This design comes from an exercise in tuning for small area on the open sky130 flow, not from production work.
At most, simulation tests tie the RTL to the original design; equivalence was not proved.
The RTL of runs 1 and 2 was laid out without a check of its function.
Power figures rest on the tool's default switching activity, not on a simulated workload.

**flow/config.mk**
```make
export PLATFORM = sky130hd
export DESIGN_NAME = host_domain_top
export DESIGN_NICKNAME = host_domain_top
export VERILOG_FILES = /design/flow/design.v
export SDC_FILE = /design/flow/constraint.sdc
export NUM_CORES = 4
export LEC_CHECK = 0
export CAP_MARGIN = 20
export CORE_MARGIN = 2
export CORE_UTILIZATION = 40
export SLEW_MARGIN = 20
```
**flow/standard.sh**
```bash
#!/bin/bash
# synth_recipe.tcl (not shown) runs the flow's synth.tcl, then flattens the netlist and writes it again
# the make line also repeats each setting of config.mk as NAME=value (left out here)
make -C /OpenROAD-flow-scripts/flow DESIGN_CONFIG=/design/flow/config.mk WORK_HOME=/design/flow/orfs CLKGATE_MAP_FILE= SYNTH_SCRIPT=/design/flow/synth_recipe.tcl "${@:-finish}"
```
**flow/constraint.sdc**
```tcl
create_clock -name core_clock -period 5.0 [get_ports {clk_i}]
set_input_delay 1.0000 -clock core_clock [delete_from_list [all_inputs] [get_ports {clk_i}]]
set_output_delay 1.0000 -clock core_clock [all_outputs]
set_load 0.01 [all_outputs]
```
**flow/design.v**
```verilog
`default_nettype none
package host_pkg;
  typedef logic [31:0] cfg_addr_t;
  typedef logic [31:0] cfg_data_t;
  typedef logic [1:0]  cfg_resp_t;
  typedef logic [2:0]  reg_idx_t;
  typedef logic [31:0] counter_t;
  localparam cfg_resp_t RespOkay   = 2'b00;
  localparam cfg_resp_t RespSlvErr = 2'b10;
  localparam int unsigned NumCounters = 4;
  localparam cfg_data_t UnmappedData = 32'hdeadf000;
  localparam reg_idx_t CntBaseIdx = 3'd0;
  localparam reg_idx_t ThrBaseIdx = 3'd4;
  typedef struct packed {
    logic write_miss;
    logic write_hit;
    logic read_miss;
    logic read_hit;
  } llc_events_t;
  typedef struct packed {
    logic      aw_valid;
    cfg_addr_t aw_addr;
    logic      w_valid;
    cfg_data_t w_data;
    logic      b_ready;
    logic      ar_valid;
    cfg_addr_t ar_addr;
    logic      r_ready;
  } lite_req_t;
  typedef struct packed {
    logic      aw_ready;
    logic      w_ready;
    logic      b_valid;
    cfg_resp_t b_resp;
    logic      ar_ready;
    logic      r_valid;
    cfg_resp_t r_resp;
    cfg_data_t r_data;
  } lite_resp_t;
  typedef enum logic [1:0] {
    CFG_IDLE,
    CFG_RDATA,
    CFG_BRESP
  } cfg_state_e;
endpackage
`default_nettype wire
`timescale 1ns/1ps
`default_nettype none
module host_domain_top (
  input  logic        clk_i,
  input  logic        arst_n_i,
  input  logic        cfg_aw_valid_i,
  input  logic [31:0] cfg_aw_addr_i,
  input  logic        cfg_w_valid_i,
  input  logic [31:0] cfg_w_data_i,
  input  logic        cfg_b_ready_i,
  input  logic        cfg_ar_valid_i,
  input  logic [31:0] cfg_ar_addr_i,
  input  logic        cfg_r_ready_i,
  output logic        cfg_aw_ready_o,
  output logic        cfg_w_ready_o,
  output logic        cfg_b_valid_o,
  output logic [1:0]  cfg_b_resp_o,
  output logic        cfg_ar_ready_o,
  output logic        cfg_r_valid_o,
  output logic [1:0]  cfg_r_resp_o,
  output logic [31:0] cfg_r_data_o,
  input  logic [3:0]  llc_events_i,
  output logic [3:0]  pmu_irq_o,
  input  logic        dma_pe_evt_valid_i,
  output logic        dma_pe_evt_o,
  output logic        dma_pe_evt_ack_o
);
  logic rv_q, bv_q;
  logic idle, rd_acc, wr_acc;
  assign idle   = ~(rv_q | bv_q);
  assign rd_acc = idle & cfg_ar_valid_i;
  assign wr_acc = idle & ~cfg_ar_valid_i & cfg_aw_valid_i & cfg_w_valid_i;
  always_ff @(posedge clk_i or negedge arst_n_i) begin
    if (!arst_n_i) begin
      rv_q <= 1'b0;
      bv_q <= 1'b0;
    end else begin
      rv_q <= rd_acc | (rv_q & ~cfg_r_ready_i);
      bv_q <= wr_acc | (bv_q & ~cfg_b_ready_i);
    end
  end
  assign cfg_ar_ready_o = idle;
  assign cfg_aw_ready_o = idle & ~cfg_ar_valid_i & cfg_w_valid_i;
  assign cfg_w_ready_o  = idle & ~cfg_ar_valid_i & cfg_aw_valid_i;
  assign cfg_r_valid_o  = rv_q;
  assign cfg_b_valid_o  = bv_q;
  logic       ar_map, aw_map;
  logic [2:0] ar_idx, aw_idx;
  assign ar_map = ~|cfg_ar_addr_i[31:5];
  assign aw_map = ~|cfg_aw_addr_i[31:5];
  assign ar_idx = cfg_ar_addr_i[4:2];
  assign aw_idx = cfg_aw_addr_i[4:2];
  logic [3:0] cnt_ld, thr_we;
  always_comb begin
    for (int k = 0; k < 4; k++) begin
      cnt_ld[k] = wr_acc & aw_map & (aw_idx == 3'(k));
      thr_we[k] = wr_acc & aw_map & (aw_idx == 3'(k + 4));
    end
  end
  logic        init_q;
  logic [31:0] cnt_q [4];
  function automatic logic [31:0] cnt_inc(input logic [31:0] a, input logic ev);
    logic [3:0] ones, bc;
    logic       c;
    for (int j = 0; j < 4; j++) ones[j] = &a[8*j +: 8];
    bc[0] = ev & ~&ones;
    for (int j = 1; j < 4; j++) bc[j] = bc[j-1] & ones[j-1];
    for (int j = 0; j < 4; j++) begin
      c = bc[j];
      for (int i = 0; i < 8; i++) begin
        cnt_inc[8*j+i] = a[8*j+i] ^ c;
        c = c & a[8*j+i];
      end
    end
  endfunction
  always_ff @(posedge clk_i or negedge arst_n_i) begin
    if (!arst_n_i) init_q <= 1'b0;
    else           init_q <= 1'b1;
  end
  always_ff @(posedge clk_i) begin
    for (int k = 0; k < 4; k++) begin
      if (cnt_ld[k])
        cnt_q[k] <= cfg_w_data_i;
      else if (init_q)
        cnt_q[k] <= cnt_inc(cnt_q[k], llc_events_i[k]);
      else
        cnt_q[k] <= {31'd0, llc_events_i[k]};
    end
  end
  function automatic logic cnt_ge(input logic [31:0] a, input logic [31:0] nb);
    logic c;
    c = 1'b1;
    for (int i = 0; i < 32; i++) c = (a[i] & nb[i]) | (c & (a[i] | nb[i]));
    cnt_ge = c;
  endfunction
  logic [31:0] thr_n_q [4];    
  logic [3:0]  thr_nz_q;
  always_ff @(posedge clk_i) begin
    for (int k = 0; k < 4; k++) begin
      if (thr_we[k]) thr_n_q[k] <= ~cfg_w_data_i;
    end
  end
  always_ff @(posedge clk_i or negedge arst_n_i) begin
    if (!arst_n_i) begin
      thr_nz_q <= '0;
    end else begin
      for (int k = 0; k < 4; k++) begin
        if (thr_we[k]) thr_nz_q[k] <= |cfg_w_data_i;
      end
    end
  end
  always_comb begin
    for (int k = 0; k < 4; k++) begin
      pmu_irq_o[k] = thr_nz_q[k] & cnt_ge(cnt_q[k], thr_n_q[k]);
    end
  end
  logic [31:0] rd_val, r_data_q;
  logic        resp_q;
  always_comb begin
    rd_val = ar_map ? 32'd0 : 32'hdeadf000;
    for (int k = 0; k < 4; k++) begin
      if (ar_map & init_q & (ar_idx == 3'(k)))            rd_val = rd_val | cnt_q[k];
      if (ar_map & thr_nz_q[k] & (ar_idx == 3'(k + 4)))   rd_val = rd_val | ~thr_n_q[k];
    end
  end
  always_ff @(posedge clk_i) begin
    if (idle) begin
      r_data_q <= rd_val;
      resp_q   <= cfg_ar_valid_i ? ~ar_map : ~aw_map;
    end
  end
  assign cfg_r_data_o = r_data_q;
  assign cfg_r_resp_o = {resp_q, 1'b0};
  assign cfg_b_resp_o = {resp_q, 1'b0};
  logic [1:0] sync_q;
  logic       last_q, pulse_q;
  always_ff @(posedge clk_i or negedge arst_n_i) begin
    if (!arst_n_i) begin
      sync_q  <= '0;
      last_q  <= 1'b0;
      pulse_q <= 1'b0;
    end else begin
      sync_q  <= {sync_q[0], dma_pe_evt_valid_i};
      last_q  <= sync_q[1];
      pulse_q <= sync_q[1] ^ last_q;
    end
  end
  assign dma_pe_evt_ack_o = sync_q[1];
  assign dma_pe_evt_o     = pulse_q;
endmodule
`default_nettype wire
```
**flow/flow/run.sh**
```bash
#!/bin/bash
# Standard ORFS layout with two changes: the port buffers are the
# smallest buffer (buf_1) and clock tree synthesis adds no dummy loads.
set -euo pipefail
export BUFFER_PORTS_ARGS="-buffer_cell sky130_fd_sc_hd__buf_1"
export CTS_ARGS="-sink_clustering_enable -repair_clock_nets -dont_use_dummy_load -buf_list sky130_fd_sc_hd__clkbuf_8 -sink_clustering_size 14 -sink_clustering_max_diameter 50"
bash standard.sh finish > standard.log 2>&1
```
==> results by group, run 1 <==
Outcome
  – Outcome: complete, no violations

Clocking
  – CTS tree: done
  – Clk root buf: clkbuf_8
  – Hold Buf Count CTS: 0
  – Clock Tree Buf Depth: 3
  – Num CTS Buffers: 31
  – Clk sink count: 300
  – # Post-CTS Setup Buffers: 0
  – Post-CTS Resized: 0
  – Clk latency of the worst-skew pair: 0.63 ns
  – Clock transition at the registers of the reported paths: approximately 0.080 ns
  – H-Tree Depth: 1

Route
  – Drt initial violations: approximately 1.3k
  – Post-route DRC: 0
  – Routed wire per std cell: approximately 23 um
  – Remaining antenna violation count: 0
  – Pre-Repair DR Iteration Count: 5
  – Post-DR vias/cell: a little over 6
  – DR vias: 12.5k
  – Post-Route WL: 46900 um

Setup path
  – CP Max Fanout: 3
  – Type of the worst setup path: reg -> out
  – Crit path launch: thr_n_q[2][1]
  – Worst r2r src: cnt_q[3][7]
  – CP Capture Type: output pin
  – R2R cell count: 15
  – CP arrival: ~3.5 ns
  – Flop-to-flop setup slack: approximately 0.90 ns
  – Startpoint Class: register
  – Worst endpoint required time: approximately 4.0 ns
  – Critical R2R Capture: cnt_q[3][15]

Placement
  – IO buf count: about 150
  – Placer Congestion: between 0.8 and 0.9
  – DP Wirelength: approximately 34000 um

Synthesis
  – Synthesis Warnings: 3
  – Simple-gate share of the synthesized area: around 16%
  – Synth Area in Compound Gates: 17.1%
  – Post-Synth XOR/XNOR Area: approximately 1.0%
  – Largest family of logic cells by synthesized area: compound AO/OA/AOI/OAI gates
  – Number of synthesized flops with an enable pin: approximately 160
  – Multiplexer share of the synthesized area: less than 1%
  – Sequential share of the synthesized area: between 50 and 60%
  – Synth Register Bits: 300
  – Cell Area, Synth: approximately 15000 um^2
  – Syn Area/Cell: approximately 10 um^2
  – Ys async rst share: about 3.7%
  – Gate count after technology mapping: 1471
  – Dominant synthesized flop cell: edfxtp_1
  – Distinct cell type count after synthesis: 61
  – Post-Synth Adder-Cell Area: 10.1%

Run
  – Max_cap viols: 0

Global routing
  – Overflow left after global routing: 0
  – Vias in the first global route: between 10k and 15k
  – Gr usage total: between 20 and 25%
  – First-pass GRT wire length: approximately 70000 um
  – Number of antenna violations at the first check in global routing: 0
  – Largest net degree at the start of global routing: 67

Timing
  – Fin crit share: between 90% and 100%
  – RSZ-0062 raised after global routing: false
  – Setup TNS: 0 ns
  – Final hold slack: around 0.34 ns
  – Fin. Hold Viols: 0
  – Final Max Tran Viols: 0
  – # setup viols final: 0
  – Worst clock skew: slightly above 0.05 ns
  – Worst-Margin Slew: approximately 1 ns
  – Fin crit period: roughly 4.5 ns
  – Fmax: 0.220 GHz
  – Max_slew headroom: about a third

Cells and area
  – Most frequent cells in the layout: edfxtp_1 (161), nor2_1 (154), nand3_1 (153), buf_1 (148), dfxtp_1 (128)
  – Finished Core Util: between 40% and 50%
  – Share of layout cells above drive strength 1: about 4.8%
  – Fin nets: 1825
  – Most common cell after layout, fill and taps aside: edfxtp_1
  – Diode count: 0
  – Area grow syn2layout: 10.2%

Pwr
  – Worst ir drop on vdd: 137 uV
  – LEAKAGE: between 6 and 7 nW
  – Power per cell area: approximately 260 nW/um^2

Floorplan
  – DIE HEIGHT: 196 um
  – Die area: 38400 um^2
  – Core ar.: around 36000 um^2
  – Die W: around 200 um
  – I/O pin cnt: ~160
  – Starting Density: 40.5%
  – Rows: 70

Min path
  – Hold path depth: 0
  – Min-Delay Path Class: reg -> reg
  – Worst Min Path Start: sync_q[0]
  – Hold endpoint: sync_q[1]
kinds of logic (layout without fill, tap and decap cells):
logic type,Yosys count,after routing
adder cells (fa/ha/maj),120,120
multiplexers,8,8
other,2,3
AND/OR/NAND/NOR,501,501
XOR/XNOR,17,17
AO/OA/AOI/OAI,419,419
buffers and inverters,104,235
flip-flops,300,300
synth_stat cells, types with 5 or more instances:
library cell / count / share of area [%]
a221oi_1: 21 / 1.2
buf_1: 13 / 0.33
xor2_1: 17 / 1.0
a22o_1: 6 / 0.36
and2_1: 7 / 0.30
inv_1: 35 / 0.89
a22oi_1: 18 / 0.92
nand3_1: 154 / 5.2
maj3_1: 5 / 0.34
a222oi_1: 5 / 0.34
nand4_1: 55 / 2.3
nor3_1: 11 / 0.37
o22ai_1: 34 / 1.4
o21ai_1: 127 / 4.3
dfxtp_1: 128 / 17
nor4_1: 27 / 1.1
ha_1: 112 / 9.5
a211oi_1: 9 / 0.46
o31ai_1: 6 / 0.31
nor2_1: 156 / 4.0
o21ai_0: 18 / 0.61
clkbuf_1: 49 / 1.2
a21oi_1: 121 / 4.1
nor2b_1: 8 / 0.34
edfxtp_1: 161 / 33
a31oi_1: 8 / 0.34
dfrtp_1: 11 / 1.9
o221ai_1: 18 / 1.1
o211ai_1: 7 / 0.36
and3_1: 5 / 0.21
nand2_1: 60 / 1.5
how the worst max path moves through the flow:
stage               slack [ns]            to
floorplan                 1.83   thr_nz_q[3]
global placement          0.97  cnt_q[2][23]
detailed placement        0.91  cnt_q[3][15]
CTS                       0.42  pmu_irq_o[2]
global route              0.36  pmu_irq_o[2]
finish                    0.46  pmu_irq_o[2]
state kept, by name, summed over array words and instances (netlist names):
signal,cells
bv_q,1
cnt_q,128
init_q,1
last_q,1
pulse_q,1
r_data_q,32
resp_q,1
rv_q,1
sync_q,2
thr_n_q,128
thr_nz_q,4
metrics by stage:
step | setup WS [ns] | instances | power, mW | instance area (um^2)
2_1_floorplan | 1.83 | 1472 | 2.83 | 14800
3_3_place_gp | 0.975 | 2040 | 2.96 | 15800
3_5_place_dp | 0.913 | 2040 | 2.97 | 15800
4_1_cts | 0.424 | 2071 | 4.30 | 16300
5_1_grt | 0.361 | 2071 | 4.41 | 16300
6_report | 0.457 | 2071 | 4.27 | 16300
critical path, cell delays in order (launching register included):
cell	delay [ns]
edfxtp_1	0.42
o22ai_1	0.17
nand2_1	0.08
maj3_2	0.31
maj3_2	0.34
o22ai_1	0.20
nand3_1	0.21
o311ai_1	0.52
a31oi_1	0.28
o21a_1	0.27
buf_1	0.13
power breakdown:
group | internal, mW | switching [mW] | total [mW]
registers | 2.64 | 0.0354 | 2.68
logic | 0.0634 | 0.171 | 0.235
clock network | 0.548 | 0.808 | 1.36
total | 3.25 | 1.01 | 4.27
per-layer routing:
metal	global-route usage (%)	up-vias	routed length (um)
met5	0	-	0
met4	9.23	0	1680
met3	4.40	81	3720
met2	39.5	552	21500
met1	31.6	5973	20000
li1	-	5889	-
cell type report:
cell class | count | area [um^2]
Timing Repair Buffer | 169 | 713
Clock buffer | 31 | 427
Sequential cell | 300 | 7680
Tap cell | 468 | 586
Inverter | 35 | 131
Multi-Input combinational cell | 1068 | 6730
Fill cell | 3542 | 20200
==> run 2, diff against run 1 <==
==> flow/flow/run.sh (replaced) <==
#!/bin/bash
# Standard ORFS layout with two changes: the port buffers are the
# smallest buffer (buf_1) and clock tree synthesis adds no dummy loads.
set -euo pipefail
export BUFFER_PORTS_ARGS="-buffer_cell sky130_fd_sc_hd__buf_1"
export CTS_ARGS="-sink_clustering_enable -repair_clock_nets -dont_use_dummy_load -buf_list sky130_fd_sc_hd__clkbuf_16 -sink_clustering_size 24 -sink_clustering_max_diameter 60"
bash standard.sh finish > standard.log 2>&1
==> run 2 against run 1 <==
  * Still clean on timing, DRC and antenna
  * Cell area rose by 1.1%
  * Combinational power barely moved
  * Setup slack improved by 0.083 ns
  * Global-route usage fell by 0.19 points
  * Sequential share of layout area fell by 0.50 points
  * Largest power group unchanged
==> results by group, run 2 <==
Synthesis
  – Synth Register Bits: 300 (unchanged)
  – Synthesis Warnings: 3 (unchanged)
  – Ys async rst share: 3.67% (unchanged)
  – Post-synth top area cell: edfxtp_1 (unchanged)
  – Distinct cell type count after synthesis: 61 (unchanged)
  – Gate count after technology mapping: 1471 (unchanged)
  – Dominant synthesized flop cell: edfxtp_1 (unchanged)
  – Largest cells by area after synthesis: edfxtp_1 (33%), dfxtp_1 (17%), ha_1 (9.5%) (unchanged)
  – Synth top area share: 32.8% (unchanged)
  – Sequential share of the synthesized area: 52.0% (unchanged)
  – Cell Area, Synth: 14800 um^2 (unchanged)
  – Most frequent cell after synthesis: edfxtp_1 (unchanged)
  – Syn Area/Cell: 10.0 um^2 (unchanged)
  – Number of synthesized flops with an enable pin: 161 (unchanged)
  – Synth cell count leaders: edfxtp_1 (161), nor2_1 (156), nand3_1 (154) (unchanged)

Floorplan
  – Die area: 38400 um^2 (unchanged)
  – DIE HEIGHT: 196 um (unchanged)
  – Starting Density: 40.5% (unchanged)
  – I/O pin cnt: 155 (unchanged)
  – Core ar.: 36400 um^2 (unchanged)
  – Rows: 70 (unchanged)
  – Die W: 196 um (unchanged)

Clocking
  – Post-CTS Resized: 0 (unchanged)
  – Num CTS Buffers: 24 (was 31)
  – Hold Buf Count CTS: 0 (unchanged)
  – CTS tree: done (unchanged)
  – Clock Tree Buf Depth: 3 (unchanged)
  – Clk latency of the worst-skew pair: 0.54 ns (was 0.63 ns)
  – # Post-CTS Setup Buffers: 0 (unchanged)
  – Clk sink count: 300 (unchanged)
  – Clk root buf: clkbuf_16 (was clkbuf_8)
  – Clock transition at the registers of the reported paths: 0.09 ns (was 0.08 ns)
  – H-Tree Depth: 1 (unchanged)

Route
  – DR vias: 12.5k (about the same)
  – Drt initial violations: 1205 (was 1295)
  – Post-DR vias/cell: 6.05 (was 6.03)
  – Pre-Repair DR Iteration Count: 8 (was 5)
  – Remaining antenna violation count: 0 (unchanged)
  – Post-route DRC: 0 (unchanged)
  – Post-Route WL: 46800 um (was 46900 um)
  – Routed wire per std cell: 22.7 um (was 22.6 um)

Setup path
  – CP Capture Type: output pin (unchanged)
  – Worst endpoint required time: 4.00 ns (about the same)
  – CP arrival: 3.46 ns (was 3.54 ns)
  – Startpoint Class: register (unchanged)
  – Crit path launch: thr_n_q[2][1] (unchanged)
  – Type of the worst setup path: reg -> out (unchanged)
  – Flop-to-flop setup slack: 0.90 ns (about the same)
  – Critical R2R Capture: cnt_q[2][23] (was cnt_q[3][15])
  – R2R cell count: 15 (unchanged)
  – Worst r2r src: cnt_q[2][7] (was cnt_q[3][7])
  – CP Max Fanout: 3 (unchanged)

Placement
  – Placer Congestion: 0.899 (unchanged)
  – IO buf count: 148 (unchanged)
  – DP Wirelength: 33600 um (unchanged)

Run
  – Max_cap viols: 0 (unchanged)

Timing
  – Fmax: 0.224 GHz (was 0.220 GHz)
  – # setup viols final: 0 (unchanged)
  – Worst-Margin Slew: 0.968 ns (was 0.984 ns)
  – Fin crit share: 89.2% (was 90.9%)
  – Final Max Tran Viols: 0 (unchanged)
  – Fin crit period: 4.46 ns (was 4.54 ns)
  – Fin. Hold Viols: 0 (unchanged)
  – Setup TNS: 0 ns (unchanged)
  – RSZ-0062 raised after global routing: false (unchanged)
  – Max_slew headroom: 35.3% (was 34.2%)
  – Worst clock skew: 0.0484 ns (was 0.0504 ns)

Cells and area
  – Share of layout cells above drive strength 1: 4.39% (was 4.80%)
  – Most common cell after layout, fill and taps aside: edfxtp_1 (unchanged)
  – Finished Core Util: 45.1% (was 44.6%)
  – FF+latch area: 7680 um^2 (unchanged)
  – Area grow syn2layout: 11.4% (was 10.2%)
  – Filler cell count: 3512 (was 3542)
  – Largest regs: cnt_q x128, thr_n_q x128, r_data_q x32 (unchanged)
  – Diode count: 0 (unchanged)
  – Multi-input gate area: 6730 um^2 (unchanged)
  – Most frequent cells in the layout: edfxtp_1 (161), nor2_1 (154), nand3_1 (153), buf_1 (148), dfxtp_1 (128) (unchanged)
  – Fin nets: 1818 (was 1825)

Outcome
  – Outcome: complete, no violations (unchanged)

Min path
  – Worst Min Path Start: sync_q[0] (unchanged)
  – Hold endpoint: sync_q[1] (unchanged)
  – Min-Delay Path Class: reg -> reg (unchanged)
  – Hold path depth: 0 (unchanged)

Global routing
  – Met1 GRT Util: 31.9% (was 31.6%)
  – Top Usage Layer GRT: met2 (unchanged)
  – Largest net degree at the start of global routing: 67 (unchanged)
  – Vias in the first global route: 11.8k (was 11.9k)
  – Overflow left after global routing: 0 (unchanged)
  – Met3 Track Usage GR: 3.64% (was 4.40%)
  – Gr usage total: 23.9% (was 24.0%)
  – Number of antenna violations at the first check in global routing: 0 (unchanged)
  – First-pass GRT wire length: 69500 um (was 69800 um)
  – GR Layer Usage met2: 39.4% (was 39.5%)

Pwr
  – LEAKAGE: 6.17 nW (was 6.09 nW)
  – Power per cell area: 279 nW/um^2 (was 262 nW/um^2)
  – Worst ir drop on vdd: 221 uV (was 137 uV)
-- run 2: cell counts after synthesis --
No cell type changed its count.
-- run 2: logic make-up (layout without fill, tap and decap cells) --
| group | Yosys count | count (layout) | share of synthesized area (%) |
|---|---|---|---|
| and+or+nand+nor | 501 | 501 | 16.5 |
| DFF | 300 | 300 | 52.0 |
| xor gates and xnor gates | 17 | 17 | 1.01 |
| AOI/OAI and AO/OA | 419 | 419 | 17.1 |
| adders and majority gates | 120 | 120 | 10.1 |
| buffers and inverters | 104 | 228 | 2.77 |
| other | 2 | 3 | 0.0509 |
| muxes | 8 | 8 | 0.577 |
-- run 2: critical path, stage by stage (launching register included) --
cell and delay (ns):
edfxtp_1 0.42, o22ai_1 0.17, nand2_1 0.08, maj3_2 0.31
maj3_2 0.34, o22ai_1 0.19, nand3_1 0.21, o311ai_1 0.52
a31oi_1 0.29, o21a_1 0.28, buf_1 0.13
-- run 2: routing by layer --
metal  routed length (um)  share of wire (%)  vias to the layer above
met4                 1760                3.8                        0
met1                20000                 43                     5940
met2                21400                 46                      556
li1                     -                  -                     5885
met5                    0                  0                        -
met3                 3720                8.0                      100
-- run 2: report_power, final --
part	switching, mW	total [mW]	leakage, nW	internal (mW)
registers	0.0353	2.68	2.61	2.64
clock network	0.835	1.68	0.296	0.844
logic	0.172	0.235	3.26	0.0633
total	1.04	4.59	6.17	3.55
-- run 2: through the flow --
| stage | instance area [um^2] | worst slack, ns | total power, mW | instances | hold slack [ns] |
|---|---|---|---|---|---|
| floorplan | 14800 | 1.83 | 2.83 | 1472 | 0.331 |
| global placement | 15800 | 0.975 | 2.96 | 2040 | 0.336 |
| detailed placement | 15800 | 0.913 | 2.97 | 2040 | 0.347 |
| CTS | 16400 | 0.524 | 4.62 | 2064 | 0.306 |
| global route | 16400 | 0.477 | 4.72 | 2064 | 0.299 |
| finish | 16400 | 0.540 | 4.59 | 2064 | 0.300 |
-- run 2: worst max path at each step --
stage,endpoint,cells after the start
5_1_grt,pmu_irq_o[0],10
6_report,pmu_irq_o[2],10
2_1_floorplan,thr_nz_q[3],6
3_3_place_gp,cnt_q[2][23],15
4_1_cts,pmu_irq_o[2],10
3_5_place_dp,cnt_q[3][15],15
-- run 2: cell type report --
| type | count | area share (%) |
|---|---|---|
| flip-flops and latches | 300 | 46.7 |
| multi-input cells | 1068 | 40.9 |
| inverters | 35 | 0.799 |
| repair buffers | 169 | 4.34 |
| clock buffers | 24 | 3.65 |
| well taps | 468 | 3.56 |
==> run 3, diff against run 2 <==
--- a/flow/design.v
+++ b/flow/design.v
@@ -108,12 +108,12 @@
   function automatic logic [31:0] cnt_inc(input logic [31:0] a, input logic ev);
-    logic [3:0] ones, bc;
+    logic [7:0] ones, bc;
     logic       c;
-    for (int j = 0; j < 4; j++) ones[j] = &a[8*j +: 8];
+    for (int j = 0; j < 8; j++) ones[j] = &a[4*j +: 4];
     bc[0] = ev & ~&ones;
-    for (int j = 1; j < 4; j++) bc[j] = bc[j-1] & ones[j-1];
-    for (int j = 0; j < 4; j++) begin
+    for (int j = 1; j < 8; j++) bc[j] = bc[j-1] & ones[j-1];
+    for (int j = 0; j < 8; j++) begin
       c = bc[j];
-      for (int i = 0; i < 8; i++) begin
-        cnt_inc[8*j+i] = a[8*j+i] ^ c;
-        c = c & a[8*j+i];
+      for (int i = 0; i < 4; i++) begin
+        cnt_inc[4*j+i] = a[4*j+i] ^ c;
+        c = c & a[4*j+i];
       end
==> flow/flow/run.sh (replaced) <==
#!/bin/bash
# The standard ORFS layout with two changes:
# - the port buffers are the smallest buffer (buf_1), not the default cell;
# - clock tree synthesis adds no dummy loads and clusters up to 14 sinks
#   within 50 um on clkbuf_8, instead of many more clkbuf_16 leaves.
# Each tool's full output stays in the ORFS logs under orfs/logs; the make
# output goes to standard.log.
set -euo pipefail
export BUFFER_PORTS_ARGS="-buffer_cell sky130_fd_sc_hd__buf_1"
export CTS_ARGS="-sink_clustering_enable -repair_clock_nets -dont_use_dummy_load -buf_list sky130_fd_sc_hd__clkbuf_8 -sink_clustering_size 18 -sink_clustering_max_diameter 40"
bash standard.sh finish > standard.log 2>&1
==> run 3 against run 2 <==
  * Highest routed layer unchanged
  * Still clean on timing, DRC and antenna
  * Routed wire length decreased by 3.2%
  * Worst hold slack improved by 0.046 ns
  * Non-clock buffer count decreased by 1
  * Combinational power decreased by 17%
  * Sequential power about the same
  * Largest power group unchanged
  * Clock skew increased by 0.028 ns
==> results by group, run 3 <==
Global routing
  – Gr usage total: 23.6% (was 23.9%)
  – First-pass GRT wire length: 68800 um (was 69500 um)
  – Overflow left after global routing: 0 (unchanged)
  – Number of antenna violations at the first check in global routing: 3 (was 0)
  – Vias in the first global route: 11.7k (was 11.8k)
  – Largest net degree at the start of global routing: 74 (was 67)

Route
  – Routed wire per std cell: 22.4 um (was 22.7 um)
  – Drt initial violations: 1255 (was 1205)
  – DR vias: 12.3k (was 12.5k)
  – Post-route DRC: 0 (unchanged)
  – Post-Route WL: 45300 um (was 46800 um)
  – Remaining antenna violation count: 0 (unchanged)
  – Pre-Repair DR Iteration Count: 6 (was 8)
  – Post-DR vias/cell: 6.08 (was 6.05)

Floorplan
  – I/O pin cnt: 155 (unchanged)
  – Starting Density: 40.4% (was 40.5%)
  – Core ar.: 36300 um^2 (was 36400 um^2)
  – DIE HEIGHT: 196 um (about the same)
  – Die W: 196 um (about the same)
  – Die area: 38300 um^2 (was 38400 um^2)
  – Rows: 70 (unchanged)

Setup path
  – CP arrival: 3.41 ns (was 3.46 ns)
  – Crit path max-delay cell type: a21oi_1 (was o311ai_1)
  – Crit path launch: thr_n_q[2][1] (unchanged)
  – Worst r2r src: cnt_q[2][3] (was cnt_q[2][7])
  – Worst setup path end: pmu_irq_o[2] (unchanged)
  – CP dominant cell by count: o21ai_0
  – CP Capture Type: output pin (unchanged)
  – CP Max Fanout: 3 (unchanged)
  – CP Cell Sequence: a211oi_1, a2bb2oi_1, o2111ai_1, a31oi_1, o21ai_0, a21oi_1, o21ai_0, a31oi_1, o21ai_0, buf_1 (was o22ai_1, nand2_1, maj3_2, maj3_2, o22ai_1, nand3_1, o311ai_1, a31oi_1, o21a_1, buf_1)
  – Startpoint Class: register (unchanged)
  – Flop-to-flop setup slack: 1.23 ns (was 0.90 ns)
  – Type of the worst setup path: reg -> out (unchanged)
  – Critical R2R Capture: cnt_q[2][31] (was cnt_q[2][23])
  – R2R cell count: 11 (was 15)
  – Worst endpoint required time: 4.00 ns (about the same)
  – Crit-path max cell delay: 0.51 ns (was 0.52 ns)

Placement
  – DP Wirelength: 32600 um (was 33600 um)
  – IO buf count: 148 (unchanged)
  – Placer Congestion: 0.866 (was 0.899)
  – Placed Area: 15700 um^2 (was 15800 um^2)
  – Placed insts: 1980 (was 2040)

Outcome
  – Outcome: complete, no violations (unchanged)

Pwr
  – LEAKAGE: 6.05 nW (was 6.17 nW)
  – Final total power: 4.54 mW (was 4.59 mW)
  – Worst ir drop on vdd: 135 uV (was 221 uV)
  – Power per cell area: 277 nW/um^2 (was 279 nW/um^2)

Timing
  – # setup viols final: 0 (unchanged)
  – Fin crit period: 4.41 ns (was 4.46 ns)
  – Final Max Tran Viols: 0 (unchanged)
  – Fmax: 0.227 GHz (was 0.224 GHz)
  – Worst-Margin Slew: 1.08 ns (was 0.968 ns)
  – RSZ-0062 raised after global routing: false (unchanged)
  – Max_slew headroom: 27.8% (was 35.3%)
  – Fin. Hold Viols: 0 (unchanged)
  – Setup TNS: 0 ns (unchanged)
  – Fin crit share: 88.2% (was 89.2%)
  – Worst clock skew: 0.0762 ns (was 0.0484 ns)

Clocking
  – # Post-CTS Setup Buffers: 0 (unchanged)
  – Clk latency of the worst-skew pair: 0.60 ns (was 0.54 ns)
  – Clock transition at the registers of the reported paths: 0.07 ns (was 0.09 ns)
  – H-Tree Depth: 2 (was 1)
  – CTS tree: done (unchanged)
  – Num CTS Buffers: 45 (was 24)
  – Post-CTS Resized: 0 (unchanged)
  – Clk sink count: 300 (unchanged)
  – Clk root buf: clkbuf_8 (was clkbuf_16)
  – Hold Buf Count CTS: 0 (unchanged)
  – Clock Tree Buf Depth: 3 (unchanged)

Synthesis
  – Synth cell count leaders: edfxtp_1 (161), o21ai_0 (141), nand3_1 (136) (was edfxtp_1 (161), nor2_1 (156), nand3_1 (154))
  – Post-synth top area cell: edfxtp_1 (unchanged)
  – Synth top area share: 32.9% (was 32.8%)
  – Gate count after technology mapping: 1414 (was 1471)
  – Sequential share of the synthesized area: 52.2% (was 52.0%)
  – Cell Area, Synth: 14700 um^2 (was 14800 um^2)
  – Most frequent cell after synthesis: edfxtp_1 (unchanged)
  – Synthesis Warnings: 3 (unchanged)
  – Syn Area/Cell: 10.4 um^2 (was 10.0 um^2)
  – Number of synthesized flops with an enable pin: 161 (unchanged)
  – Synth Register Bits: 300 (unchanged)
  – Largest cells by area after synthesis: edfxtp_1 (33%), dfxtp_1 (17%), ha_1 (8.2%) (was edfxtp_1 (33%), dfxtp_1 (17%), ha_1 (9.5%))
  – Ys async rst share: 3.67% (unchanged)
  – Dominant synthesized flop cell: edfxtp_1 (unchanged)
  – Distinct cell type count after synthesis: 58 (was 61)

Run
  – Max_cap viols: 0 (unchanged)

Cells and area
  – Filler cell count: 3428 (was 3512)
  – Final std cells w/o fill: 2026 (was 2064)
  – Finished Core Util: 45.1% (about the same)
  – Area grow syn2layout: 11.6% (was 11.4%)
  – Most frequent cells in the layout: edfxtp_1 (161), buf_1 (148), o21ai_0 (141), nand3_1 (135), dfxtp_1 (128) (was edfxtp_1 (161), nor2_1 (154), nand3_1 (153), buf_1 (148), dfxtp_1 (128))
  – Most common cell after layout, fill and taps aside: edfxtp_1 (unchanged)
  – Largest regs: cnt_q x128, thr_n_q x128, r_data_q x32 (unchanged)
  – Design Area, Final: 16400 um^2 (about the same)
  – Fin nets: 1764 (was 1818)
  – Share of layout cells above drive strength 1: 5.78% (was 4.39%)
  – Diode count: 0 (unchanged)

Min path
  – Min-Delay Path Class: reg -> reg (unchanged)
==> run 3: changes by cell type in the layout (fill, tap and decap cells not counted), sizes merged, moves of 10 or more <==
cell / before / now
nor2: 156 / 97
a21oi: 121 / 63
o2111ai: 2 / 36
clkbuf: 24 / 45
a222oi: 5 / 24
nand4: 55 / 36
nand3: 154 / 136
nand2: 60 / 77
ha: 112 / 96
xor2: 17 / 33
nor3: 11 / 22
o22ai: 34 / 44
==> run 3: worst min-delay path by stage <==
stage,startpoint,endpoint,slack (ns),depth (start not counted)
detailed placement,sync_q[0],sync_q[1],0.35,0
finish,sync_q[0],sync_q[1],0.35,0
global route,sync_q[0],sync_q[1],0.37,0
floorplan,sync_q[0],sync_q[1],0.33,0
CTS,sync_q[0],sync_q[1],0.35,0
global placement,sync_q[0],sync_q[1],0.33,0
==> run 3: kinds of logic (layout without fill, tap and decap cells) <==
group | after synthesis | in the layout | share of synthesized area [%]
and+or+nand+nor | 437 | 437 | 14.7
AOI/OAI and AO/OA | 416 | 416 | 18.4
DFF | 300 | 300 | 52.2
buffers and inverters | 109 | 252 | 2.98
adders and majority gates | 108 | 108 | 9.00
xor gates and xnor gates | 33 | 33 | 1.97
muxes | 9 | 9 | 0.647
other | 2 | 3 | 0.0511
==> run 3: per-stage QoR <==
step	hold slack, ns	setup slack (ns)
floorplan	0.331	1.83
global placement	0.333	1.20
detailed placement	0.346	1.22
CTS	0.349	0.589
global route	0.366	0.295
finish	0.345	0.592
==> run 3: critical path, delay by kind of cell, from the launching register on <==
kind,cells,cell delay (ns)
AOI/OAI and AO/OA,9,2.27
buffers and inverters,1,0.17
DFF,1,0.41
==> run 3: final cells by class <==
| cell class | count | area (um^2) | area share, % |
|---|---|---|---|
| well taps | 468 | 586 | 3.57 |
| inverters | 39 | 146 | 0.893 |
| multi-input cells | 1006 | 6630 | 40.4 |
| flip-flops and latches | 300 | 7680 | 46.8 |
| clock buffers | 45 | 619 | 3.78 |
| repair buffers | 168 | 738 | 4.50 |
==> run 3: metal layers <==
layer / track usage (%) / vias to the layer above / routed length, um
met4: 7.75 / 0 / 1310
met3: 3.89 / 86 / 3580
met5: 0 / - / 0
li1: - / 5788 / -
met1: 32.4 / 5971 / 19700
met2: 38.0 / 473 / 20800
==> run 3: power breakdown <==
| group | total [mW] | switching (mW) | internal, mW |
|---|---|---|---|
| clock network | 1.68 | 0.884 | 0.791 |
| registers | 2.67 | 0.0342 | 2.63 |
| logic | 0.194 | 0.137 | 0.0571 |
| total | 4.54 | 1.06 | 3.48 |
==> run 4, diff against run 3 <==
--- a/flow/flow/run.sh
+++ b/flow/flow/run.sh
@@ -9,3 +9,3 @@
 export BUFFER_PORTS_ARGS="-buffer_cell sky130_fd_sc_hd__buf_1"
-export CTS_ARGS="-sink_clustering_enable -repair_clock_nets -dont_use_dummy_load -buf_list sky130_fd_sc_hd__clkbuf_8 -sink_clustering_size 18 -sink_clustering_max_diameter 40"
+export CTS_ARGS="-sink_clustering_enable -repair_clock_nets -dont_use_dummy_load -buf_list sky130_fd_sc_hd__clkbuf_8 -sink_clustering_size 14 -sink_clustering_max_diameter 50"
 bash standard.sh finish > standard.log 2>&1
--- a/flow/config.mk
+++ b/flow/config.mk
@@ -9,3 +9,3 @@
 export CORE_MARGIN = 2
-export CORE_UTILIZATION = 40
+export CORE_UTILIZATION = 65
 export SLEW_MARGIN = 20
==> run 4 against run 3 <==
  * Power fell by 7.4%
  * First-iteration DRC count rose by 38%
  * Sequential cell count did not move
  * Utilization rose by 27 points
  * Via count rose by 2.4%
  * Die area fell by 38%
  * Cell area fell by 2.8%
  * Cell count fell by 10%
  * Area after synthesis did not move
  * Combinational power rose by 5%
  * Global-route usage rose by 12 points
==> results by group, run 4 <==
Clocking
  – H-Tree Depth: 1 (was 2)
  – Num CTS Buffers: 31 (was 45)
  – Clk root buf: clkbuf_8 (unchanged)
  – Clock transition at the registers of the reported paths: 0.08 ns (was 0.07 ns)
  – Clock Tree Buf Depth: 3 (unchanged)
  – Clk sink count: 300 (unchanged)
  – Clk latency of the worst-skew pair: 0.61 ns (was 0.60 ns)
  – Hold Buf Count CTS: 0 (unchanged)
  – Post-CTS Resized: 0 (unchanged)
  – CTS tree: done (unchanged)
  – # Post-CTS Setup Buffers: 0 (unchanged)

Timing
  – Fin crit period: 4.40 ns (was 4.41 ns)
  – Fin crit share: 88.0% (was 88.2%)
  – # setup viols final: 0 (unchanged)
  – Worst-Margin Slew: 1.06 ns (was 1.08 ns)
  – Final Max Tran Viols: 0 (unchanged)
  – Max_slew headroom: 29.3% (was 27.8%)
  – RSZ-0062 raised after global routing: false (unchanged)
  – Setup TNS: 0 ns (unchanged)
  – Fmax: 0.227 GHz (about the same)
  – Worst clock skew: 0.0581 ns (was 0.0762 ns)
  – Fin. Hold Viols: 0 (unchanged)

Placement
  – IO buf count: 148 (unchanged)
  – DP Wirelength: 30500 um (was 32600 um)
  – Placed insts: 1790 (was 1980)
  – Placer Congestion: 0.919 (was 0.866)
  – Placed Area: 15500 um^2 (was 15700 um^2)

Synthesis
  – Post-synth top area cell: edfxtp_1 (unchanged)
  – Synth top area share: 32.9% (unchanged)
  – Dominant synthesized flop cell: edfxtp_1 (unchanged)
  – Cell Area, Synth: 14700 um^2 (unchanged)
  – Gate count after technology mapping: 1414 (unchanged)
  – Syn Area/Cell: 10.4 um^2 (unchanged)
  – Largest cells by area after synthesis: edfxtp_1 (33%), dfxtp_1 (17%), ha_1 (8.2%) (unchanged)
  – Most frequent cell after synthesis: edfxtp_1 (unchanged)
  – Number of synthesized flops with an enable pin: 161 (unchanged)
  – Synth cell count leaders: edfxtp_1 (161), o21ai_0 (141), nand3_1 (136) (unchanged)
  – Sequential share of the synthesized area: 52.2% (unchanged)
  – Synth Register Bits: 300 (unchanged)
  – Distinct cell type count after synthesis: 58 (unchanged)
  – Synthesis Warnings: 3 (unchanged)
  – Ys async rst share: 3.67% (unchanged)

Cells and area
  – Design Area, Final: 15900 um^2 (was 16400 um^2)
  – Area grow syn2layout: 8.54% (was 11.6%)
  – Most common cell after layout, fill and taps aside: edfxtp_1 (unchanged)
  – Largest regs: cnt_q x128, thr_n_q x128, r_data_q x32 (unchanged)
  – Share of layout cells above drive strength 1: 4.67% (was 5.78%)
  – Diode count: 0 (unchanged)
  – Most frequent cells in the layout: edfxtp_1 (161), buf_1 (148), o21ai_0 (141), nand3_1 (135), dfxtp_1 (128) (unchanged)
  – Final std cells w/o fill: 1822 (was 2026)
  – Fin nets: 1748 (was 1764)
  – Filler cell count: 1662 (was 3428)
  – Finished Core Util: 72.4% (was 45.1%)

Setup path
  – Startpoint Class: register (unchanged)
  – Buf+Inv Stages, Crit Path: 1 (unchanged)
  – CP Max Fanout: 5 (was 3)
  – Worst endpoint required time: 4.00 ns (about the same)
  – Crit-path max cell delay: 0.46 ns (was 0.51 ns)
  – Critical R2R Capture: cnt_q[1][27] (was cnt_q[2][31])
  – Crit path max-delay cell type: or4_1 (was a21oi_1)
  – Flop-to-flop setup slack: 1.23 ns (about the same)
  – Worst r2r src: cnt_q[1][20] (was cnt_q[2][3])
  – Type of the worst setup path: reg -> out (unchanged)
  – CP Capture Type: output pin (unchanged)
  – CP arrival: 3.40 ns (was 3.41 ns)
  – CP Cell Sequence: o22ai_1, a31oi_1, maj3_1, maj3_1, a21oi_1, o21ai_1, a21oi_1, or4_1, a31oi_1, buf_1 (was a211oi_1, a2bb2oi_1, o2111ai_1, a31oi_1, o21ai_0, a21oi_1, o21ai_0, a31oi_1, o21ai_0, buf_1)
  – R2R cell count: 13 (was 11)
  – Crit-path leading delay family: compound AO/OA/AOI/OAI gates (unchanged)

Floorplan
  – Core ar.: 22000 um^2 (was 36300 um^2)
  – I/O pin cnt: 155 (unchanged)
  – Die area: 23800 um^2 (was 38300 um^2)
  – Die W: 154 um (was 196 um)
  – Starting Density: 66.7% (was 40.4%)
  – DIE HEIGHT: 154 um (was 196 um)
  – Rows: 54 (was 70)

Outcome
  – Outcome: complete, no violations (unchanged)

Pwr
  – Final total power: 4.20 mW (was 4.54 mW)
  – LEAKAGE: 5.94 nW (was 6.05 nW)
  – Worst ir drop on vdd: 266 uV (was 135 uV)
  – Power per cell area: 263 nW/um^2 (was 277 nW/um^2)

Run
  – Max_cap viols: 0 (unchanged)

Route
  – Post-DR vias/cell: 6.92 (was 6.08)
  – Remaining antenna violation count: 0 (unchanged)
  – Drt initial violations: 1735 (was 1255)
  – Pre-Repair DR Iteration Count: 9 (was 6)
  – Routed wire per std cell: 23.8 um (was 22.4 um)
  – DR vias: 12.6k (was 12.3k)
  – Post-route DRC: 0 (unchanged)
  – Post-Route WL: 43400 um (was 45300 um)

Min path
  – Worst Min Path Start: sync_q[0] (unchanged)
  – Min-Delay Path Class: reg -> reg (unchanged)
  – Hold path depth: 0 (unchanged)
  – Hold endpoint: sync_q[1] (unchanged)

Global routing
  – Vias in the first global route: 11.4k (was 11.7k)
  – Gr usage total: 35.9% (was 23.6%)
  – First-pass GRT wire length: 65300 um (was 68800 um)
  – Number of antenna violations at the first check in global routing: 1 (was 3)
  – Largest net degree at the start of global routing: 73 (was 74)
  – Overflow left after global routing: 0 (unchanged)
[run 4: cell counts after synthesis]
Identical to the previous run, type by type.
[run 4: worst max-delay path by stage]
stage	start	endpoint	cells past startpoint
finish	cnt_q[3][1]	pmu_irq_o[3]	10
global route	cnt_q[1][17]	pmu_irq_o[1]	9
CTS	cnt_q[3][1]	pmu_irq_o[3]	10
detailed placement	cfg_ar_addr_i[6]	r_data_q[7]	8
global placement	cfg_ar_addr_i[6]	r_data_q[8]	8
floorplan	cfg_aw_addr_i[15]	thr_nz_q[3]	5
[run 4: logic make-up after synthesis]
logic type               Yosys count  synth area share [%]
buffers and inverters            109                  2.98
AND/OR/NAND/NOR                  437                  14.7
adder cells (fa/ha/maj)          108                  9.00
other                              2                0.0511
flip-flops                       300                  52.2
XOR/XNOR                          33                  1.97
multiplexers                       9                 0.647
AO/OA/AOI/OAI                    416                  18.4
[run 4: power breakdown]
| group | internal, mW | leakage (nW) | switching, mW | total, mW |
|---|---|---|---|---|
| sequential | 2.63 | 2.60 | 0.0340 | 2.66 |
| clock | 0.547 | 0.223 | 0.786 | 1.33 |
| combinational | 0.0606 | 3.11 | 0.142 | 0.203 |
| total | 3.24 | 5.94 | 0.962 | 4.20 |
[run 4: metal layers]
metal / wire length (um) / global-route usage, % / part of all wire, %
met4: 1170 / 9.44 / 2.7
met3: 5230 / 9.72 / 12
met2: 18900 / 54.2 / 44
met1: 18000 / 51.6 / 42
met5: 0 / 0 / 0
[run 4: cell type report]
class | instances | area [um^2] | share of cell area (%)
timing repair buffer | 166 | 716 | 4.49
clock buffer | 31 | 427 | 2.68
multi-input combinational | 1006 | 6630 | 41.6
sequential | 300 | 7680 | 48.2
inverter | 39 | 146 | 0.918
tap | 280 | 350 | 2.20
[run 4: metrics by stage]
step                worst slack, ns  hold slack [ns]
detailed placement             1.26            0.340
floorplan                      1.83            0.331
global route                  0.506            0.387
CTS                           0.636            0.367
global placement               1.24            0.341
finish                        0.599            0.364
[run 4: worst reg2reg max path, stage by stage, from the launching register on]
cell and delay (ns):
dfxtp_1 0.50, nand4_1 0.15, or2_2 0.39, nor4_1 0.57, a21boi_0 0.41, and2_1 0.35
nand2_1 0.23, nor2_1 0.14, ha_1 0.22, ha_1 0.18, ha_1 0.18, xor2_1 0.14
nand3_1 0.08, o21ai_0 0.09
==> run 5, diff against run 4 <==
--- a/flow/config.mk
+++ b/flow/config.mk
@@ -9,3 +9,3 @@
 export CORE_MARGIN = 2
-export CORE_UTILIZATION = 65
+export CORE_UTILIZATION = 40
 export SLEW_MARGIN = 20
==> run 5 against run 4 <==
  * Sequential cell count unchanged
  * Clock skew increased by 0.0070 ns
  * First-iteration DRC count decreased by 30%
  * Clock power increased by 9%
  * Utilization decreased by 28 points
  * Critical path type unchanged
  * Sequential share of layout area decreased by 0.93 points
  * Area after synthesis unchanged
  * Global-route usage decreased by 12 points
  * Register-to-register slack got worse by 0.06 ns
  * Combinational power decreased by 4%
  * Via count decreased by 3.0%
  * Cell count increased by 11%
  * Still clean
==> results by group, run 5 <==
Outcome
  – Outcome: complete, no violations (unchanged)

Clocking
  – # Post-CTS Setup Buffers: 0 (unchanged)
  – Clk root buf: clkbuf_8 (unchanged)
  – Post-CTS Resized: 0 (unchanged)
  – Hold Buf Count CTS: 0 (unchanged)
  – Clk latency of the worst-skew pair: 0.57 ns (was 0.61 ns)
  – Num CTS Buffers: 35 (was 31)
  – Clock Tree Buf Depth: 3 (unchanged)
  – Clk sink count: 300 (unchanged)
  – H-Tree Depth: 2 (was 1)
  – Clock transition at the registers of the reported paths: 0.07 ns (was 0.08 ns)
  – CTS tree: done (unchanged)

Setup path
  – CP Cell Sequence: a211oi_1, a2bb2oi_1, o2111ai_1, a31oi_1, o21ai_0, a21oi_1, o21ai_0, a31oi_1, o21ai_0, buf_1 (was o22ai_1, a31oi_1, maj3_1, maj3_1, a21oi_1, o21ai_1, a21oi_1, or4_1, a31oi_1, buf_1)
  – CP dominant cell by count: o21ai_0
  – R2R cell count: 11 (was 13)
  – Buf+Inv Stages, Crit Path: 1 (unchanged)
  – Worst r2r src: cnt_q[2][3] (was cnt_q[1][20])
  – Startpoint Class: register (unchanged)
  – Critical R2R Capture: cnt_q[2][31] (was cnt_q[1][27])
  – CP Max Fanout: 3 (was 5)
  – Crit-path leading delay family: compound AO/OA/AOI/OAI gates (unchanged)
  – CP arrival: 3.38 ns (was 3.40 ns)
  – CP Capture Type: output pin (unchanged)
  – Flop-to-flop setup slack: 1.17 ns (was 1.23 ns)
  – Type of the worst setup path: reg -> out (unchanged)
  – Crit path max-delay cell type: a21oi_1 (was or4_1)
  – Crit-path max cell delay: 0.51 ns (was 0.46 ns)
  – Worst endpoint required time: 4.00 ns (about the same)
  – Crit path launch: thr_n_q[2][1] (was cnt_q[3][1])

Floorplan
  – Starting Density: 40.4% (was 66.7%)
  – DIE HEIGHT: 196 um (was 154 um)
  – Die area: 38300 um^2 (was 23800 um^2)
  – Core ar.: 36300 um^2 (was 22000 um^2)
  – I/O pin cnt: 155 (unchanged)
  – Die W: 196 um (was 154 um)
  – Rows: 70 (was 54)

Synthesis
  – Most frequent cell after synthesis: edfxtp_1 (unchanged)
  – Ys async rst share: 3.67% (unchanged)
  – Post-synth top area cell: edfxtp_1 (unchanged)
  – Largest cells by area after synthesis: edfxtp_1 (33%), dfxtp_1 (17%), ha_1 (8.2%) (unchanged)
  – Distinct cell type count after synthesis: 58 (unchanged)
  – Sequential share of the synthesized area: 52.2% (unchanged)
  – Cell Area, Synth: 14700 um^2 (unchanged)
  – Synth Register Bits: 300 (unchanged)
  – Syn Area/Cell: 10.4 um^2 (unchanged)
  – Gate count after technology mapping: 1414 (unchanged)
  – Number of synthesized flops with an enable pin: 161 (unchanged)
  – Synth top area share: 32.9% (unchanged)
  – Synth cell count leaders: edfxtp_1 (161), o21ai_0 (141), nand3_1 (136) (unchanged)
  – Dominant synthesized flop cell: edfxtp_1 (unchanged)
  – Synthesis Warnings: 3 (unchanged)

Timing
  – Fin crit period: 4.38 ns (was 4.40 ns)
  – # setup viols final: 0 (unchanged)
  – Fin crit share: 87.6% (was 88.0%)
  – Fin. Hold Viols: 0 (unchanged)
  – Max_slew headroom: 28.3% (was 29.3%)
  – Worst-Margin Slew: 1.08 ns (was 1.06 ns)
  – Fmax: 0.228 GHz (was 0.227 GHz)
  – RSZ-0062 raised after global routing: false (unchanged)
  – Worst clock skew: 0.0650 ns (was 0.0581 ns)
  – Setup TNS: 0 ns (unchanged)
  – Final Max Tran Viols: 0 (unchanged)
  – Final hold slack: 0.348 ns (was 0.364 ns)

Pwr
  – LEAKAGE: 5.97 nW (was 5.94 nW)
  – Int Power: 3.31 mW (was 3.24 mW)
  – Clock power share: 33.7% (was 31.8%)
  – Sw power: 1.00 mW (was 0.962 mW)
  – Power per cell area: 265 nW/um^2 (was 263 nW/um^2)
  – Sw Share: 23.2% (was 22.9%)
  – Final total power: 4.31 mW (was 4.20 mW)
  – Worst ir drop on vdd: 161 uV (was 266 uV)
  – Comb pwr share: 4.5% (was 4.8%)
  – Register share of total power: 61.7% (was 63.4%)

Route
  – Post-route DRC: 0 (unchanged)
  – DR vias: 12.2k (was 12.6k)
  – Routed wire per std cell: 22.4 um (was 23.8 um)
  – Remaining antenna violation count: 0 (unchanged)
  – Drt initial violations: 1220 (was 1735)
  – Post-Route WL: 45200 um (was 43400 um)
  – Post-DR vias/cell: 6.07 (was 6.92)
  – Pre-Repair DR Iteration Count: 9 (unchanged)

Cells and area
  – Diode count: 0 (unchanged)
  – Largest regs: cnt_q x128, thr_n_q x128, r_data_q x32 (unchanged)
  – Most frequent cells in the layout: edfxtp_1 (161), buf_1 (148), o21ai_0 (141), nand3_1 (135), dfxtp_1 (128) (unchanged)
  – Most common cell after layout, fill and taps aside: edfxtp_1 (unchanged)
  – Share of layout cells above drive strength 1: 5.17% (was 4.67%)
  – Area grow syn2layout: 10.7% (was 8.54%)
  – Fin nets: 1754 (was 1748)
  – Design Area, Final: 16300 um^2 (was 15900 um^2)

Min path
  – Min-Delay Path Class: reg -> reg (unchanged)
  – Hold endpoint: sync_q[1] (unchanged)
  – Hold path depth: 0 (unchanged)
  – Worst Min Path Start: sync_q[0] (unchanged)

Run
  – Max_cap viols: 0 (unchanged)

Placement
  – Placed Area: 15700 um^2 (was 15500 um^2)
  – Placer Congestion: 0.866 (was 0.919)
  – IO buf count: 148 (unchanged)
  – DP Wirelength: 32600 um (was 30500 um)

Global routing
  – Gr usage total: 23.4% (was 35.9%)
  – Overflow left after global routing: 0 (unchanged)
  – Largest net degree at the start of global routing: 74 (was 73)
  – Vias in the first global route: 11.6k (was 11.4k)
  – Number of antenna violations at the first check in global routing: 3 (was 1)
  – First-pass GRT wire length: 68400 um (was 65300 um)
==> run 5: layer usage <==
layer	track usage [%]	vias to the layer above	share of wire, %
met4	7.18	0	2.7
met1	32.2	5932	44
li1	-	5765	-
met5	0	-	0
met2	37.9	467	46
met3	3.64	69	7.5
==> run 5: final cells by class <==
| class | instances | area [um^2] |
|---|---|---|
| Clock buffer | 35 | 482 |
| Multi-Input combinational cell | 1006 | 6630 |
| Tap cell | 468 | 586 |
| Sequential cell | 300 | 7680 |
| Fill cell | 3435 | 20100 |
| Timing Repair Buffer | 168 | 738 |
| Inverter | 39 | 146 |
==> run 5: how the worst max path moves through the flow <==
stage | end | cells after the start
6_report | pmu_irq_o[2] | 10
5_1_grt | pmu_irq_o[2] | 10
4_1_cts | pmu_irq_o[2] | 10
3_5_place_dp | r_data_q[8] | 8
3_3_place_gp | r_data_q[8] | 8
2_1_floorplan | thr_nz_q[3] | 5
==> run 5: kinds of logic after synthesis <==
kind of cell / synth area share (%)
and+or+nand+nor: 14.7
AOI/OAI and AO/OA: 18.4
DFF: 52.2
buffers and inverters: 2.98
adders and majority gates: 9.00
xor gates and xnor gates: 1.97
muxes: 0.647
other: 0.0511
==> run 5: power groups by stage <==
stage	Sequential [mW]	Clock [mW]	Combinational [mW]
6_report	2.66	1.45	0.195
5_1_grt	2.67	1.57	0.216
4_1_cts	2.66	1.49	0.197
3_5_place_dp	2.72	0	0.196
3_3_place_gp	2.72	0	0.192
2_1_floorplan	2.71	0	0.0859
==> run 5: worst reg2reg max path, cell delays in order (launching register included) <==
cell and delay (ns):
dfxtp_1 0.49, nand4_1 0.30, nor4_1 0.86, a21boi_0 0.55
nand2_1 0.50, nor3_1 0.10, ha_1 0.20, ha_1 0.18
ha_1 0.18, xor2_1 0.14, nand3_1 0.08, o21ai_0 0.10
==> run 5: metrics by stage <==
| stage | setup slack [ns] | utilization, % | instances |
|---|---|---|---|
| finish | 0.619 | 44.7 | 2016 |
| global route | 0.355 | 44.7 | 2016 |
| CTS | 0.653 | 44.6 | 2015 |
| detailed placement | 1.22 | 43.3 | 1980 |
| global placement | 1.20 | 43.3 | 1980 |
| floorplan | 1.83 | - | 1415 |
==> run 6, diff against run 5 <==
--- a/flow/flow/run.sh
+++ b/flow/flow/run.sh
@@ -9,3 +9,3 @@
 export BUFFER_PORTS_ARGS="-buffer_cell sky130_fd_sc_hd__buf_1"
-export CTS_ARGS="-sink_clustering_enable -repair_clock_nets -dont_use_dummy_load -buf_list sky130_fd_sc_hd__clkbuf_8 -sink_clustering_size 14 -sink_clustering_max_diameter 50"
+export CTS_ARGS="-sink_clustering_enable -repair_clock_nets -dont_use_dummy_load -buf_list sky130_fd_sc_hd__clkbuf_4 -sink_clustering_size 10 -sink_clustering_max_diameter 40"
 bash standard.sh finish > standard.log 2>&1
--- a/flow/config.mk
+++ b/flow/config.mk
@@ -9,3 +9,3 @@
 export CORE_MARGIN = 2
-export CORE_UTILIZATION = 40
+export CORE_UTILIZATION = 65
 export SLEW_MARGIN = 20
==> run 6 against run 5 <==
  * Area after synthesis did not move
  * Highest routed layer unchanged
  * Routed wire length fell by 3.9%
  * Clock power fell by 19%
  * Sequential share of layout area rose by 1.3 points
  * Clock-buffer cell count rose by 7
==> results by group, run 6 <==
Setup path
  – Worst endpoint required time: 4.00 ns (about the same)
  – Type of the worst setup path: reg -> out (unchanged)
  – Startpoint Class: register (unchanged)
  – CP arrival: 3.50 ns (was 3.38 ns)
  – CP Capture Type: output pin (unchanged)
  – R2R cell count: 13 (was 11)
  – CP Max Fanout: 5 (was 3)

Route
  – Post-DR vias/cell: 6.93 (was 6.07)
  – Routed wire per std cell: 23.7 um (was 22.4 um)
  – Post-route DRC: 0 (unchanged)
  – Remaining antenna violation count: 0 (unchanged)
  – Pre-Repair DR Iteration Count: 10 (was 9)
  – Post-Route WL: 43400 um (was 45200 um)
  – DR vias: 12.7k (was 12.2k)
  – Drt initial violations: 1758 (was 1220)

Pwr
  – LEAKAGE: 5.91 nW (was 5.97 nW)
  – Final total power: 4.04 mW (was 4.31 mW)
  – Worst ir drop on vdd: 234 uV (was 161 uV)
  – Power per cell area: 255 nW/um^2 (was 265 nW/um^2)

Cells and area
  – Multi-input gate area: 6630 um^2 (about the same)
  – Largest regs: cnt_q x128, thr_n_q x128, r_data_q x32 (unchanged)
  – Final std cells w/o fill: 1835 (was 2016)
  – Most frequent cells in the layout: edfxtp_1 (161), buf_1 (148), o21ai_0 (141), nand3_1 (135), dfxtp_1 (128) (unchanged)
  – Design Area, Final: 15800 um^2 (was 16300 um^2)
  – Filler cell count: 1699 (was 3435)
  – Fin nets: 1759 (was 1754)
  – Area grow syn2layout: 7.82% (was 10.7%)
  – FF+latch area: 7680 um^2 (unchanged)
  – Finished Core Util: 71.9% (was 44.7%)
  – Share of layout cells above drive strength 1: 5.34% (was 5.17%)
  – Most common cell after layout, fill and taps aside: edfxtp_1 (unchanged)

Global routing
  – Number of antenna violations at the first check in global routing: 2 (was 3)
  – Largest net degree at the start of global routing: 73 (was 74)
  – Vias in the first global route: 11.5k (was 11.6k)
  – Gr usage total: 36.2% (was 23.4%)
  – First-pass GRT wire length: 65600 um (was 68400 um)
  – Overflow left after global routing: 0 (unchanged)

Floorplan
  – Rows: 54 (was 70)
  – I/O pin cnt: 155 (unchanged)
  – DIE HEIGHT: 154 um (was 196 um)
  – Die area: 23800 um^2 (was 38300 um^2)
  – Core ar.: 22000 um^2 (was 36300 um^2)
  – Die W: 154 um (was 196 um)
  – Starting Density: 66.7% (was 40.4%)

Synthesis
  – Largest cells by area after synthesis: edfxtp_1 (33%), dfxtp_1 (17%), ha_1 (8.2%) (unchanged)
  – Syn Area/Cell: 10.4 um^2 (unchanged)
  – Number of synthesized flops with an enable pin: 161 (unchanged)
  – Gate count after technology mapping: 1414 (unchanged)
  – Cell Area, Synth: 14700 um^2 (unchanged)
  – Synth cell count leaders: edfxtp_1 (161), o21ai_0 (141), nand3_1 (136) (unchanged)
  – Dominant synthesized flop cell: edfxtp_1 (unchanged)
  – Post-synth top area cell: edfxtp_1 (unchanged)
  – Synth Register Bits: 300 (unchanged)
  – Synthesis Warnings: 3 (unchanged)
  – Most frequent cell after synthesis: edfxtp_1 (unchanged)
  – Sequential share of the synthesized area: 52.2% (unchanged)
  – Distinct cell type count after synthesis: 58 (unchanged)
  – Ys async rst share: 3.67% (unchanged)
  – Synth top area share: 32.9% (unchanged)

Clocking
  – # Post-CTS Setup Buffers: 0 (unchanged)
  – Hold Buf Count CTS: 0 (unchanged)
  – CTS tree: done (unchanged)
  – H-Tree Depth: 2 (unchanged)
  – Clk latency of the worst-skew pair: 0.69 ns (was 0.57 ns)
  – Post-CTS Resized: 0 (unchanged)
  – Num CTS Buffers: 42 (was 35)
  – Clk sink count: 300 (unchanged)
  – Clock transition at the registers of the reported paths: 0.10 ns (was 0.07 ns)
  – Clock Tree Buf Depth: 3 (unchanged)
  – Clk root buf: clkbuf_4 (was clkbuf_8)

Placement
  – Placer Congestion: 0.919 (was 0.866)
  – DP Wirelength: 30500 um (was 32600 um)
  – Placed Area: 15500 um^2 (was 15700 um^2)
  – Place WS: 1.26 ns (was 1.22 ns)
  – Placed insts: 1790 (was 1980)
  – IO buf count: 148 (unchanged)

Timing
  – Worst clock skew: 0.0647 ns (was 0.0650 ns)
  – Fmax: 0.222 GHz (was 0.228 GHz)
  – Worst-Margin Slew: 1.03 ns (was 1.08 ns)
  – Final Max Tran Viols: 0 (unchanged)
  – RSZ-0062 raised after global routing: false (unchanged)
  – Fin. Hold Viols: 0 (unchanged)
  – Setup ws final: 0.496 ns (was 0.619 ns)
  – Max_slew headroom: 30.9% (was 28.3%)
  – Fin crit period: 4.50 ns (was 4.38 ns)
  – # setup viols final: 0 (unchanged)
  – Setup TNS: 0 ns (unchanged)
  – Final hold slack: 0.372 ns (was 0.348 ns)
  – Fin crit share: 90.1% (was 87.6%)

Run
  – Max_cap viols: 0 (unchanged)

Outcome
  – Outcome: complete, no violations (unchanged)

Min path
  – Hold path depth: 0 (unchanged)
  – Min-Delay Path Class: reg -> reg (unchanged)
-- run 6: cell counts after synthesis --
No cell type changed its count.
-- run 6: final cells by class --
cell class              instances  area share (%)
diodes                          2          0.0316
flip-flops and latches        300            48.5
clock buffers                  42            1.99
multi-input cells            1006            41.8
repair buffers                166            4.52
inverters                      39           0.924
well taps                     280            2.21
-- run 6: critical path: stages (launching register included) --
cell and delay [ns]:
dfxtp_1 0.42, o22ai_1 0.12, a31oi_1 0.21, maj3_1 0.28
maj3_1 0.21, a21oi_1 0.09, o21ai_1 0.27, a21oi_1 0.21
or4_1 0.46, a31oi_1 0.33, buf_1 0.23
-- run 6: power breakdown --
group	internal [mW]	switching [mW]
registers	2.63	0.0340
logic	0.0606	0.142
clock network	0.387	0.786
-- run 6: metal layers --
layer | wire length (um) | global-route usage, % | up-vias
li1 | - | - | 5799
met1 | 17700 | 51.8 | 6085
met2 | 19100 | 54.4 | 745
met3 | 5430 | 10.1 | 93
met4 | 1200 | 10.8 | 0
met5 | 0 | 0 | -
-- run 6: kinds of logic after synthesis --
family	share of synthesized area, %
and+or+nand+nor	14.7
AOI/OAI and AO/OA	18.4
DFF	52.2
buffers and inverters	2.98
adders and majority gates	9.00
xor gates and xnor gates	1.97
muxes	0.647
other	0.0511
-- run 6: worst paths after layout --
| kind | startpoint | slack [ns] | to |
|---|---|---|---|
| min reg2reg | sync_q[0] | 0.37 | sync_q[1] |
| min | sync_q[0] | 0.37 | sync_q[1] |
| min in group asynchronous | arst_n_i | 0.41 | sync_q[0] |
| max | cnt_q[3][1] | 0.50 | pmu_irq_o[3] |
| max in group asynchronous | arst_n_i | 3.93 | init_q |
| max reg2reg | cnt_q[1][20] | 1.14 | cnt_q[1][27] |

-- separate check: timing with driven ports --
The results above use ideal ports. As a check the final layouts listed here were re-extracted and re-timed, cells and wires unchanged. Step 1 sets driving cells, clkbuf_16 on the clock port and buf_2 on the other inputs (assumed; they add their load-dependent delay and slew). Step 2, shift: input delay + t, output delay - t, t = (earliest + latest rising clock arrival at the registers) / 2. This alone moves slack from input paths to output paths. Three values: ideal, step 1, step 2; two values: the first two.
run | shift t [ns] | setup WS [ns] | worst setup path at the end | cell pins on the clock port's net
run 1 | 0.657 | 0.457 / 0.409 / 0.899 | register to register | 1
run 2 | 0.571 | 0.540 / 0.489 / 0.899 | register to register | 1
run 3 | 0.610 | 0.592 / 0.543 / 1.122 | input to register | 1
run 4 | 0.625 | 0.599 / 0.554 / 1.118 | input to register | 1
run 5 | 0.581 | 0.619 / 0.572 / 1.153 | register to output | 1
run 6 | 0.705 | 0.496 / 0.451 / 1.120 | input to register | 1
After both steps every run listed still meets setup and hold.
